From an optimization exercise on the open Yosys and OpenROAD flow, aimed at small area; shortcuts taken in it are not production practice. In this exercise RTL edits were held to simulation tests only and were not proved equivalent to the original. Power is estimated from default activity; no workload was simulated.

Setup of rev 12:
==> flow/design.v <==
module cmd_desc_writer #(
  parameter int unsigned WIDTH = 32
) (
  input  logic                  clk,
  input  logic                  resetn,
  input  logic                  start,
  input  logic                  abort,
  input  logic [31:0]           header_in,
  input  logic [31:0]           base_addr,
  input  logic [WIDTH*13-1:0]   reg_snapshot,
  input  logic                  wr_ready,
  output logic                  wr_valid,
  output logic [31:0]           wr_addr,
  output logic [WIDTH-1:0]      wr_data,
  output logic                  wr_last,
  output logic                  busy,
  output logic                  done,
  output logic                  aborted,
  output logic [5:0]            beat_cnt
);
  localparam int unsigned NREGS  = 13;
  localparam int unsigned SNAP_W = WIDTH * NREGS;
  function automatic int midx(input int k);
    case (k)
      0: midx = 1;   1: midx = 2;   2: midx = 3;   3: midx = 5;
      4: midx = 7;   5: midx = 9;   6: midx = 10;  7: midx = 11;
      8: midx = 13;  9: midx = 18;  10: midx = 19; 11: midx = 20;
      default: midx = 29;
    endcase
  endfunction
  logic              valid_q, done_q, aborted_q;
  logic [5:0]        cnt_q;
  logic              hdr_q;                   
  logic [30:0]       mask_q;                  
  logic              h0_q;                    
  logic [29:0]       base_q;
  logic [SNAP_W-1:0] snap_q;
  logic              busy_w, acc, hs, ab, last;
  logic [30:0]       below;                   
  logic [30:0]       mask_nx;                 
  logic [WIDTH-1:0]  pay;
  assign busy_w = valid_q | done_q;
  assign acc    = start & ~busy_w;
  assign hs     = valid_q & wr_ready;
  assign ab     = abort & busy_w;
  always_comb begin
    below[0] = 1'b0;
    for (int i = 1; i < 31; i++) below[i] = below[i-1] | mask_q[i-1];
  end
  assign mask_nx = mask_q & below;
  assign last    = hdr_q ? (mask_q == 31'd0) : (mask_nx == 31'd0);
  always_comb begin
    pay = '0;
    for (int k = 0; k < NREGS; k++)
      if (mask_q[midx(k)] & ~below[midx(k)]) pay = pay | snap_q[WIDTH*k +: WIDTH];
  end
  always_ff @(posedge clk or negedge resetn) begin
    if (!resetn) begin
      valid_q   <= 1'b0;
      done_q    <= 1'b0;
      aborted_q <= 1'b0;
      cnt_q     <= '0;
    end else begin
      valid_q   <= acc | (valid_q & ~ab & ~(hs & last));
      done_q    <= hs & last & ~abort;
      aborted_q <= ab;
      if (acc)     cnt_q <= '0;
      else if (hs) cnt_q <= cnt_q + 6'd1;
    end
  end
  always_ff @(posedge clk) begin
    if (acc) begin
      hdr_q  <= 1'b1;
      mask_q <= header_in[31:1];
      h0_q   <= header_in[0];
      base_q <= base_addr[31:2];
      snap_q <= reg_snapshot;
    end else if (hs) begin
      hdr_q  <= 1'b0;
      if (!hdr_q) mask_q <= mask_nx;
    end
  end
  assign wr_valid = valid_q;
  assign wr_addr  = {base_q + 30'(cnt_q), 2'b00};
  assign wr_data  = hdr_q ? WIDTH'({mask_q, h0_q}) : pay;
  assign wr_last  = last;
  assign busy     = busy_w;
  assign done     = done_q;
  assign aborted  = aborted_q;
  assign beat_cnt = cnt_q;
endmodule
==> flow/config.mk <==
export PLATFORM = sky130hd
export DESIGN_NAME = cmd_desc_writer
export DESIGN_NICKNAME = cmd_desc_writer
export VERILOG_FILES = /design/flow/design.v
export SDC_FILE = /design/flow/constraint.sdc
export NUM_CORES = 4
export LEC_CHECK = 0
export CAP_MARGIN = 20
export CORE_MARGIN = 2
export CORE_UTILIZATION = 40
export SLEW_MARGIN = 20
==> flow/constraint.sdc <==
create_clock -name core_clock -period 6.0 [get_ports {clk}]
set_input_delay 1.2000 -clock core_clock [delete_from_list [all_inputs] [get_ports {clk}]]
set_output_delay 1.2000 -clock core_clock [all_outputs]
set_load 0.01 [all_outputs]
standard.sh (not shown) runs the stock make flow with config.mk's settings and CLKGATE_MAP_FILE= SYNTH_SCRIPT=/design/flow/synth_recipe.tcl, a recipe that flattens the netlist after the stock synthesis.
==> flow/flow/run.sh <==
#!/bin/bash
# Standard layout, with the port buffers made from the smallest buffer cell.
export BUFFER_PORTS_ARGS="-buffer_cell sky130_fd_sc_hd__buf_1"
bash standard.sh > standard.log 2>&1
Modified inputs, rev 13 compared to rev 12
==> flow/run.sh (new file) <==
#!/bin/bash
# synth_recipe.tcl (not shown) runs the flow's synth.tcl, then flattens the netlist and writes it again
# the make line also repeats each setting of config.mk as NAME=value (left out here)
make -C /OpenROAD-flow-scripts/flow DESIGN_CONFIG=/design/flow/config.mk WORK_HOME=/design/flow/orfs CLKGATE_MAP_FILE= SYNTH_SCRIPT=/design/flow/synth_recipe.tcl finish
removed: flow/flow/run.sh
removed: flow/standard.sh
Results
- The DRC marker count from the first detailed-route iteration in rev 12 is 0.920 times that in rev 13.
- Summary of rev 13 over rev 12: total number of sequential cells neither gained nor lost much; latest clock arrival within the worst-skew pair neither gained nor lost much; share of final layout cell area taken by non-clock buffers picked up an extra 11 points; buffers plus inverters on the worst setup path lost 1.
- Power in rev 13 vs rev 12: up 310 µW
- Rev 12 was routed with more vias than rev 13.
- The worst slack at placement in rev 13 was lower than what rev 12 gave.

[static timing again, ports no longer ideal]
How much do the figures lean on ideal ports? The routed layouts below were timed once more, with nothing changed but the port constraints.
Step 1 (the two cells are an assumption about what drives the block):
set clk [get_ports {clk}]
set_driving_cell -lib_cell sky130_fd_sc_hd__clkbuf_16 $clk
set_driving_cell -lib_cell sky130_fd_sc_hd__buf_2 [delete_from_list [all_inputs] $clk]
Step 2 times the ports against the registers' clock, not the clock port: input delays grow and output delays shrink by t, the midpoint of the rising clock arrivals with the driver on.
Slacks: ideal / step 1 / step 2; pairs: ideal / step 1.
run | t, ns | setup WS [ns] | latest minus earliest clock arrival (ns) | slew at the worst register clock pin (ns) | pins driven straight from the clock port
rev 12 | 0.645 | 0.542 / 0.483 / 1.129 | 0.015 / 0.015 | 0.06 / 0.06 | 1
rev 13 | 0.637 | 0.382 / 0.324 / 0.962 | 0.016 / 0.015 | 0.06 / 0.06 | 1
After both steps setup and hold are still met in every run listed.
